This is an optimization exercise on Yosys and OpenROAD, whose aim is small area and a short achievable clock period, not a production implementation.
At most, simulation tests tie the RTL to the original design; equivalence was not proved.

== before ==
==> flow/design.v <==
package pool_pkg;
    localparam int unsigned POOL_DATA_W = 32;
    localparam int unsigned POOL_MAX_W  = 64;
    localparam int unsigned POOL_DIM_W  = 7;
    typedef enum logic [1:0] {
        ST_IDLE  = 2'd0,
        ST_RUN   = 2'd1,
        ST_DRAIN = 2'd2,
        ST_DONE  = 2'd3
    } pool_state_e;
endpackage
module pool_line_buf #(
    parameter int unsigned DATA_W = 32,
    parameter int unsigned DEPTH  = 64,
    parameter int unsigned AW     = (DEPTH > 1) ? $clog2(DEPTH) : 1
) (
    input  logic              clk,
    input  logic              shift_i,
    input  logic [AW-2:0]     len_sel_i,    
    input  logic [DATA_W-1:0] din_i,
    output logic [DATA_W-1:0] dout_o,       
    output logic [DATA_W-1:0] dout_next_o   
);
    localparam int unsigned NSEG = AW - 1;
    logic [DATA_W-1:0] seg_in [NSEG+1];
    assign seg_in[0] = din_i;
    for (genvar k = 0; k < NSEG; k++) begin : g_seg
        localparam int unsigned LEN = 2 << k;
        logic [DATA_W-1:0] sr [LEN];
        always_ff @(posedge clk) begin
            if (shift_i) begin
                sr[0] <= seg_in[k];
                for (int i = 1; i < LEN; i++) sr[i] <= sr[i-1];
            end
        end
        assign seg_in[k+1] = len_sel_i[k] ? sr[LEN-1] : seg_in[k];
    end
    logic [DATA_W-1:0] tail0_q, tail1_q;
    always_ff @(posedge clk) begin
        if (shift_i) begin
            tail0_q <= seg_in[NSEG];
            tail1_q <= tail0_q;
        end
    end
    assign dout_o      = tail1_q;
    assign dout_next_o = shift_i ? tail0_q : tail1_q;
endmodule
module pool_ctrl #(
    parameter int unsigned DATA_W = pool_pkg::POOL_DATA_W,
    parameter int unsigned MAX_W  = pool_pkg::POOL_MAX_W,
    parameter int unsigned DIM_W  = pool_pkg::POOL_DIM_W
) (
    input  logic              clk,
    input  logic              rst_n,
    input  logic              start,
    input  logic [DIM_W-1:0]  cfg_width,
    input  logic [DIM_W-1:0]  cfg_height,
    output logic              busy,
    output logic              done,
    output logic              cfg_err,
    input  logic [DATA_W-1:0] s_data,
    input  logic              s_valid,
    output logic              s_ready,
    output logic [DATA_W-1:0] k_d_in1,
    output logic [DATA_W-1:0] k_d_in2,
    output logic              k_in_valid,
    input  logic [DATA_W-1:0] k_d_out,
    input  logic              k_out_valid,
    output logic [DATA_W-1:0] m_data,
    output logic              m_valid
);
    localparam int unsigned AW = (MAX_W > 1) ? $clog2(MAX_W) : 1;
    logic idle_q, run_q, drain_q, done_q, busy_q;
    logic run_d, drain_d, done_d;
    logic idle;
    logic [AW-2:0]      hw_m1_q;     
    logic [AW-1:0]      col_q;       
    logic [DIM_W-1:0]   row_q;       
    logic [AW-2:0]      rcol_q;      
    logic [DIM_W-2:0]   rrow_q;      
    logic               rdone_q;     
    logic              cfg_err_q;
    logic              kv_q;
    logic              mv_q;
    logic              shift_q;      
    logic [DATA_W-1:0] sd_q;         
    logic [DATA_W-1:0] md_q;
    logic [DATA_W-1:0] su_q;         
    logic [DATA_W-1:0] lb_next;
    logic cfg_ok;
    logic accept;
    logic odd_row;
    logic last_col;
    logic last_px;
    logic fwd;
    assign cfg_ok = !cfg_width[0] && !cfg_height[0]
                  && (cfg_width[DIM_W-1:1]  != '0)
                  && (cfg_height[DIM_W-1:1] != '0)
                  && (32'(cfg_width) <= MAX_W);
    assign idle     = idle_q;
    assign accept   = s_valid && run_q;
    assign odd_row  = !row_q[0];
    assign last_col = (col_q == '0);
    assign last_px  = last_col && (row_q == '0);
    assign fwd      = k_out_valid && busy_q && !rdone_q;
    assign run_d   = (idle && start && cfg_ok) || (run_q && !(accept && last_px));
    assign drain_d = (run_q && accept && last_px) || (drain_q && !rdone_q);
    assign done_d  = drain_q && rdone_q;
    always_ff @(posedge clk or negedge rst_n) begin
        if (!rst_n) begin
            idle_q    <= 1'b1;
            run_q     <= 1'b0;
            drain_q   <= 1'b0;
            done_q    <= 1'b0;
            busy_q    <= 1'b0;
            cfg_err_q <= 1'b0;
            kv_q      <= 1'b0;
            mv_q      <= 1'b0;
        end else begin
            idle_q    <= !(run_d || drain_d || done_d);
            run_q     <= run_d;
            drain_q   <= drain_d;
            done_q    <= done_d;
            busy_q    <= run_d || drain_d;
            cfg_err_q <= idle && start && !cfg_ok;
            kv_q      <= accept && odd_row;
            mv_q      <= fwd;
        end
    end
    always_ff @(posedge clk) begin
        if (idle) begin
            hw_m1_q <= (AW-1)'(cfg_width[DIM_W-1:1] - 1'b1);
            col_q   <= AW'(cfg_width - 1'b1);
            row_q   <= cfg_height - 1'b1;
            rcol_q  <= (AW-1)'(cfg_width[DIM_W-1:1] - 1'b1);
            rrow_q  <= cfg_height[DIM_W-1:1] - 1'b1;
            rdone_q <= 1'b0;
        end else begin
            if (accept) begin
                if (last_col) begin
                    col_q <= {hw_m1_q, 1'b1};
                    row_q <= row_q - 1'b1;
                end else begin
                    col_q <= col_q - 1'b1;
                end
            end
            if (fwd) begin
                if (rcol_q == '0) begin
                    rcol_q <= hw_m1_q;
                    if (rrow_q == '0) rdone_q <= 1'b1;
                    else              rrow_q  <= rrow_q - 1'b1;
                end else begin
                    rcol_q <= rcol_q - 1'b1;
                end
            end
        end
    end
    always_ff @(posedge clk) begin
        shift_q <= accept;
        sd_q    <= s_data;
        su_q    <= lb_next;
        md_q    <= k_d_out;
    end
    pool_line_buf #(
        .DATA_W (DATA_W),
        .DEPTH  (MAX_W),
        .AW     (AW)
    ) u_line_buf (
        .clk       (clk),
        .shift_i   (shift_q),
        .len_sel_i (hw_m1_q),
        .din_i     (sd_q),
        .dout_o      (),
        .dout_next_o (lb_next)
    );
    assign s_ready    = run_q;
    assign busy       = busy_q;
    assign done       = done_q;
    assign cfg_err    = cfg_err_q;
    assign k_in_valid = kv_q;
    assign k_d_in1    = su_q;
    assign k_d_in2    = sd_q;
    assign m_valid    = mv_q;
    assign m_data     = md_q;
endmodule
Settings: LEC_CHECK=0, ABC_AREA=1, CAP_MARGIN=20, CORE_MARGIN=2, CORE_UTILIZATION=65, CTS_CLUSTER_DIAMETER=100, CTS_CLUSTER_SIZE=30, SETUP_SLACK_MARGIN=3.4, SLEW_MARGIN=20; clock period 5.5 ns.
run.sh (not shown) runs the stock make flow with config.mk's settings and CLKGATE_MAP_FILE= SYNTH_SCRIPT=/design/flow/synth_recipe.tcl, a recipe that flattens the netlist after the stock synthesis.
before closes out successfully: all stages finished, all timing, DRC and antenna checks passed.
Input-level comparison between after and before:
--- a/flow/design.v
+++ b/flow/design.v
@@ -16,36 +16,34 @@
 ) (
     input  logic              clk,
     input  logic              shift_i,
     input  logic [AW-2:0]     len_sel_i,    
     input  logic [DATA_W-1:0] din_i,
-    output logic [DATA_W-1:0] dout_o,       
-    output logic [DATA_W-1:0] dout_next_o   
+    output logic [DATA_W-1:0] tap_o
 );
     localparam int unsigned NSEG = AW - 1;
-    logic [DATA_W-1:0] seg_in [NSEG+1];
-    assign seg_in[0] = din_i;
+    logic [DATA_W-1:0] head0_q, head1_q;
+    always_ff @(posedge clk) begin
+        if (shift_i) begin
+            head0_q <= din_i;
+            head1_q <= head0_q;
+        end
+    end
+    logic [DATA_W-1:0] seg_out [NSEG+1];
+    assign seg_out[0] = head1_q;
     for (genvar k = 0; k < NSEG; k++) begin : g_seg
         localparam int unsigned LEN = 2 << k;
         logic [DATA_W-1:0] sr [LEN];
         always_ff @(posedge clk) begin
             if (shift_i) begin
-                sr[0] <= seg_in[k];
+                sr[0] <= seg_out[k];
                 for (int i = 1; i < LEN; i++) sr[i] <= sr[i-1];
             end
         end
-        assign seg_in[k+1] = len_sel_i[k] ? sr[LEN-1] : seg_in[k];
+        assign seg_out[k+1] = len_sel_i[k] ? sr[LEN-1] : seg_out[k];
     end
-    logic [DATA_W-1:0] tail0_q, tail1_q;
-    always_ff @(posedge clk) begin
-        if (shift_i) begin
-            tail0_q <= seg_in[NSEG];
-            tail1_q <= tail0_q;
-        end
-    end
-    assign dout_o      = tail1_q;
-    assign dout_next_o = shift_i ? tail0_q : tail1_q;
+    assign tap_o = seg_out[NSEG];
 endmodule
 module pool_ctrl #(
     parameter int unsigned DATA_W = pool_pkg::POOL_DATA_W,
     parameter int unsigned MAX_W  = pool_pkg::POOL_MAX_W,
     parameter int unsigned DIM_W  = pool_pkg::POOL_DIM_W
@@ -80,15 +78,14 @@
     logic [DIM_W-2:0]   rrow_q;      
     logic               rdone_q;     
     logic              cfg_err_q;
     logic              kv_q;
     logic              mv_q;
-    logic              shift_q;      
     logic [DATA_W-1:0] sd_q;         
+    logic [DATA_W-1:0] su_q;         
+    logic [DATA_W-1:0] lb_tap;
     logic [DATA_W-1:0] md_q;
-    logic [DATA_W-1:0] su_q;         
-    logic [DATA_W-1:0] lb_next;
     logic cfg_ok;
     logic accept;
     logic odd_row;
     logic last_col;
     logic last_px;
@@ -154,26 +151,24 @@
                 end
             end
         end
     end
     always_ff @(posedge clk) begin
-        shift_q <= accept;
         sd_q    <= s_data;
-        su_q    <= lb_next;
+        su_q    <= lb_tap;
         md_q    <= k_d_out;
     end
     pool_line_buf #(
         .DATA_W (DATA_W),
         .DEPTH  (MAX_W),
         .AW     (AW)
     ) u_line_buf (
         .clk       (clk),
-        .shift_i   (shift_q),
+        .shift_i   (accept),
         .len_sel_i (hw_m1_q),
-        .din_i     (sd_q),
-        .dout_o      (),
-        .dout_next_o (lb_next)
+        .din_i     (s_data),
+        .tap_o     (lb_tap)
     );
     assign s_ready    = run_q;
     assign busy       = busy_q;
     assign done       = done_q;
     assign cfg_err    = cfg_err_q;
==> run notes <==
Changes observed in after relative to before: area share of fa/ha/maj cells after synthesis closely matched the old numbers, cell area increased by about 1.7% relative to the old numbers, per-cell routed wire length increased by 0.14 um relative to the old numbers. after against before: final-stage net count grew by about 0.6%, synthesized-area fraction occupied by and/or/nand/nor cells held steady, filler-free cell count of the finished design grew by 59, sequential share of layout area shrank by 0.63 points, global-route usage held steady. Smallest setup slack after layout is lower on before.
For before, only the layout was checked, not whether the RTL still works.

[re-timing with driven ports]
Ports are ideal in the flow. The routed layouts listed here were re-timed in OpenROAD.
Step 1, drivers: a clkbuf_16 drives clk and a buf_2 each remaining input, both assumed.
Step 2 moves the port delays by t, midway between the first and last clock arrival at a register: inputs arrive t later, outputs are due t later. That takes back most of the time a late clock gives input paths.
Three values: ideal, step 1, step 2; two values: the first two.
| run | t (ns) | setup WS [ns] | worst setup path after step 2 | worst slew at a driven data input, ns | cell pins on the clock port's net |
|---|---|---|---|---|---|
| before | 0.743 | 3.022 / 2.953 / 2.762 | input to register | 0.05 | 1 |
| after | 0.754 | 3.157 / 3.090 / 2.685 | input to register | 0.05 | 1 |
After both steps every run listed still meets setup and hold. For after, which loses most, drivers alone change the setup slack by -0.067 ns; drivers and shift together by -0.472 ns.
